What follows belongs to an exercise in optimizing a design on an open flow for small area; a production flow would make more cautious choices. Function was checked by simulation only, so behaviour that the tests miss may differ from the original. No activity file was given, so power comes from the tool's default toggle rates.

==> flow/design.v (excerpt) <==
module matrix_sram_loader
(
  input  logic              clk,
  input  logic              rst,
  input  logic              cfg_valid,
  output logic              cfg_ready,
  input  logic [15:0]       cfg_size_a,
  input  logic [15:0]       cfg_size_b,
  input  logic [15:0]       cfg_size_c,
  input  logic [31:0]       s_data,
  input  logic              s_valid,
  output logic              s_ready,
  output logic [13:0]       avm_address,
  output logic              avm_chipselect,
  output logic              avm_write,
  output logic [31:0]       avm_writedata,
  output logic [3:0]        avm_byteenable,
  input  logic              avm_waitrequest,
  output logic              mult_start,
  input  logic              mult_valid,
  output logic              busy,
  output logic              error
);
  localparam int unsigned SA_W = matrix_accel_pkg::SA_W;
  localparam int unsigned SB_W = matrix_accel_pkg::SB_W;
  localparam int unsigned SC_W = matrix_accel_pkg::SC_W;
  localparam logic [2:0] ST_IDLE0 = 3'b000;
  localparam logic [2:0] ST_IDLE  = 3'b001;
  localparam logic [2:0] ST_HDR   = 3'b010;
  localparam logic [2:0] ST_LOADA = 3'b110;
  localparam logic [2:0] ST_LOADB = 3'b111;
  localparam logic [2:0] ST_START = 3'b100;
  localparam logic [2:0] ST_WAIT  = 3'b101;
  logic [2:0]      st_q, st_d;
  logic [SA_W-1:0] sa_q;
  logic [SB_W-1:0] sb_q;
  logic [SC_W-1:0] sc_q;
  logic            error_q;
  logic            wr_q, wr_d;
  ...
export LEC_CHECK = 0
export CAP_MARGIN = 10
export CORE_MARGIN = 2
export CORE_UTILIZATION = 70
export GPL_TIMING_DRIVEN = 0
export SLEW_MARGIN = 10
export SYNTH_HIERARCHICAL = 1
create_clock -name core_clock -period 11.0 [get_ports {clk}]
standard.sh (not shown) runs the stock make flow with config.mk's settings and CLKGATE_MAP_FILE= SYNTH_SCRIPT=/design/flow/synth_recipe.tcl, a recipe that flattens the netlist after the stock synthesis.
==> flow/flow/run.sh <==
#!/bin/bash
# The standard layout (standard.sh, standard synthesis unchanged) with
# changes that only pick smaller cells: the port buffers are buf_1 cells;
# clock tree synthesis uses clkbuf_8 cells and adds no dummy loads; global
# placement is not timing driven (so it adds no buffers), but still starts by
# removing synthesis's buffers; before the resizer's repairs every cell gets
# the smallest drive strength of its function.
export BUFFER_PORTS_ARGS="-buffer_cell sky130_fd_sc_hd__buf_1"
export CTS_ARGS="-sink_clustering_enable -repair_clock_nets -dont_use_dummy_load -buf_list sky130_fd_sc_hd__clkbuf_8"
export PRE_GLOBAL_PLACE_TCL="$PWD/flow/pre_gp.tcl"
export PRE_RESIZE_TCL="$PWD/flow/pre_resize.tcl"
bash standard.sh > standard.log 2>&1
==> flow/flow/pre_gp.tcl <==
# Before global placement: remove the buffers synthesis inserted, as the
# standard flow does when its placement is timing driven.
remove_buffers
==> flow/flow/pre_resize.tcl <==
# Before the resizer repairs slew, capacitance and fanout: give every cell
# the smallest drive strength of its own function (same base cell name), so
# that only the repairs that timing and electrical rules need remain.
set dont_use $::env(DONT_USE_CELLS)
set masters [dict create]
foreach lib [[ord::get_db] getLibs] {
  foreach master [$lib getMasters] {
    set name [$master getName]
    if {[lsearch -exact $dont_use $name] >= 0} { continue }
    if {[regexp {^(sky130_fd_sc_hd__[a-z0-9]+)_([0-9]+)$} $name -> base drive]} {
      if {![dict exists $masters $base] ||
          [$master getWidth] < [[dict get $masters $base] getWidth]} {
        dict set masters $base $master
      }
    }
  }
}
set swapped 0
foreach inst [[ord::get_db_block] getInsts] {
  set master [$inst getMaster]
  if {[$master getType] ne "CORE"} { continue }
  if {![regexp {^(sky130_fd_sc_hd__[a-z0-9]+)_([0-9]+)$} [$master getName] -> base drive]} { continue }
  if {![dict exists $masters $base]} { continue }
  set small [dict get $masters $base]
  if {[$small getWidth] < [$master getWidth]} {
    $inst swapMaster $small
    incr swapped
  }
}
puts "pre_resize: gave $swapped cells a smaller drive strength"
Next try:
--- a/flow/design.v
+++ b/flow/design.v
@@ -151,19 +151,19 @@
   logic c86;
   add_ha u_s85 (.a(s43), .b(c84), .s(s85), .co(c86));
   logic s87;
   logic c88;
   add_ha u_s87 (.a(s57), .b(c86), .s(s87), .co(c88));
   logic s89;
   logic c90;
   add_ha u_s89 (.a(s73), .b(c88), .s(s89), .co(c90));
   assign p = {s89, s87, s85, s83, s81, s79, s77, s75, s1, (xn[0] | yn[0])};
-  assign ovf = ~(xn[1] | (&yn[9:9])) | ~(xn[2] | (&yn[9:8])) | ~(xn[3] | (&yn[9:7])) | ~(xn[4] | (&yn[9:6])) | ~(xn[5] | (&yn[9:5])) | ~(xn[6] | (&yn[9:4])) | ~(xn[7] | (&yn[9:3])) | ~(xn[8] | (&yn[9:2])) | ~(xn[9] | (&yn[9:1])) | c60 | c62 | c64 | c66 | c68 | c70 | c72 | c74 | c90;
+  assign ovf = c60 | c62 | c64 | c66 | c68 | c70 | c72 | c74 | c90;
 endmodule
 module mul_b (
   input  logic [9:0] xn,
   input  logic [11:0] yn,
   output logic [11:0] p,
   output logic        ovf
 );
   logic s1;
   logic c2;
@@ -349,19 +349,19 @@
   logic c122;
   add_ha u_s121 (.a(s71), .b(c120), .s(s121), .co(c122));
   logic s123;
   logic c124;
   add_fa u_s123 (.a(c72), .b(s87), .c(c122), .s(s123), .co(c124));
   logic s125;
   logic c126;
   add_fa u_s125 (.a(c88), .b(s103), .c(c124), .s(s125), .co(c126));
   assign p = {s125, s123, s121, s119, s117, s115, s113, s111, s109, s107, s105, ~(xn[0] | yn[0])};
-  assign ovf = ~(xn[1] | (&yn[11:11])) | ~(xn[2] | (&yn[11:10])) | ~(xn[3] | (&yn[11:9])) | ~(xn[4] | (&yn[11:8])) | ~(xn[5] | (&yn[11:7])) | ~(xn[6] | (&yn[11:6])) | ~(xn[7] | (&yn[11:5])) | ~(xn[8] | (&yn[11:4])) | ~(xn[9] | (&yn[11:3])) | c90 | c92 | c94 | c96 | c98 | c100 | c102 | c104 | c126;
+  assign ovf = c90 | c92 | c94 | c96 | c98 | c100 | c102 | c104 | c126;
 endmodule
 module matrix_sram_loader
 (
   input  logic              clk,
   input  logic              rst,
   input  logic              cfg_valid,
   output logic              cfg_ready,
   input  logic [15:0]       cfg_size_a,
   input  logic [15:0]       cfg_size_b,
@@ -416,22 +416,28 @@
   assign ma = st_busy ? sa_q : cfg_size_a[SA_W-1:0];
   assign mb = st_busy ? sb_q : cfg_size_b[SB_W-1:0];
   assign mc = st_busy ? sc_q : cfg_size_c[SC_W-1:0];
   mul_a u_mul_a (
     .xn(~mb), .yn(~ma), .p(pa), .ovf(ovf_a)
   );
   mul_b u_mul_b (
     .xn(~mb), .yn(~mc), .p(pb), .ovf(ovf_b)
   );
+  logic hi_pp;
+  always_comb begin
+    hi_pp = 1'b0;
+    for (int i = 1; i < SB_W; i++)
+      hi_pp |= mb[i] & ((|(ma >> (10 - i))) | (|(mc >> (12 - i))));
+  end
   assign reject = (cfg_size_a[SA_W-1:0] == '0) | (cfg_size_b[SB_W-1:0] == '0) |
                   (cfg_size_c[SC_W-1:0] == '0) |
                   (|cfg_size_a[15:SA_W]) | (|cfg_size_b[15:SB_W]) | (|cfg_size_c[15:SC_W]) |
-                  ovf_a | ovf_b | (pb[11] & pb[10] & (|pb[9:0]));
+                  hi_pp | ovf_a | ovf_b | (pb[11] & pb[10] & (|pb[9:0]));
   assign last = st_loadb ? ({wa_inc[12:10] - 3'd1, wa_inc[9:0]} == {1'b0, pb})
                          : (wa_q[9:0] == pa);
   logic sel_s, sel_h0, sel_h1, sel_hold, b_first;
   assign sel_s    = st_load & s_valid & ~wr_q;          
   assign sel_h0   = (st_q == ST_HDR) & ~wr_q;            
   assign sel_h1   = (st_q == ST_HDR) & wr_done & ~wa_q[0];   
   assign sel_hold = ~(sel_s | sel_h0 | sel_h1);
   assign wr_req   = ~sel_hold;
   assign b_first  = st_loadb & (wa_q[11:10] == 2'b00);   
- die area goes down by 0.89%
- area after synthesis goes down by 0.92%
- total power goes up by 27%
- global-route usage goes up by 3.6 points
- design area goes down by 2.0%
- critical path depth goes down by 1

[separate check: timing with driven ports]
The flow's constraints put no driver on any port. The routed layouts listed below were extracted and timed again, unchanged, in two steps.
Step 1, drivers: a clkbuf_16 drives clk and a buf_2 each remaining input, both assumed.
Step 2 also shifts input and output timing later by t, the mid clock arrival at the registers, as if the neighbouring blocks saw the same clock.
a / b / c = ideal ports / drivers / drivers and shift; a / b = the first two.
run | t (ns) | setup slack, ns | hold slack, ns | slew at the worst register clock pin (ns)
the first run | 0.388 | 0.484 / 0.498 / 0.110 | 0.491 / 0.491 / 0.491 | 0.10 / 0.10
the second run | 0.392 | 1.424 / 1.436 / 1.044 | 0.493 / 0.493 / 0.493 | 0.09 / 0.09
After both steps setup and hold are still met in every run listed. The setup slack of the second run, which loses most, moves by +0.012 ns with the drivers and by -0.380 ns with both steps.
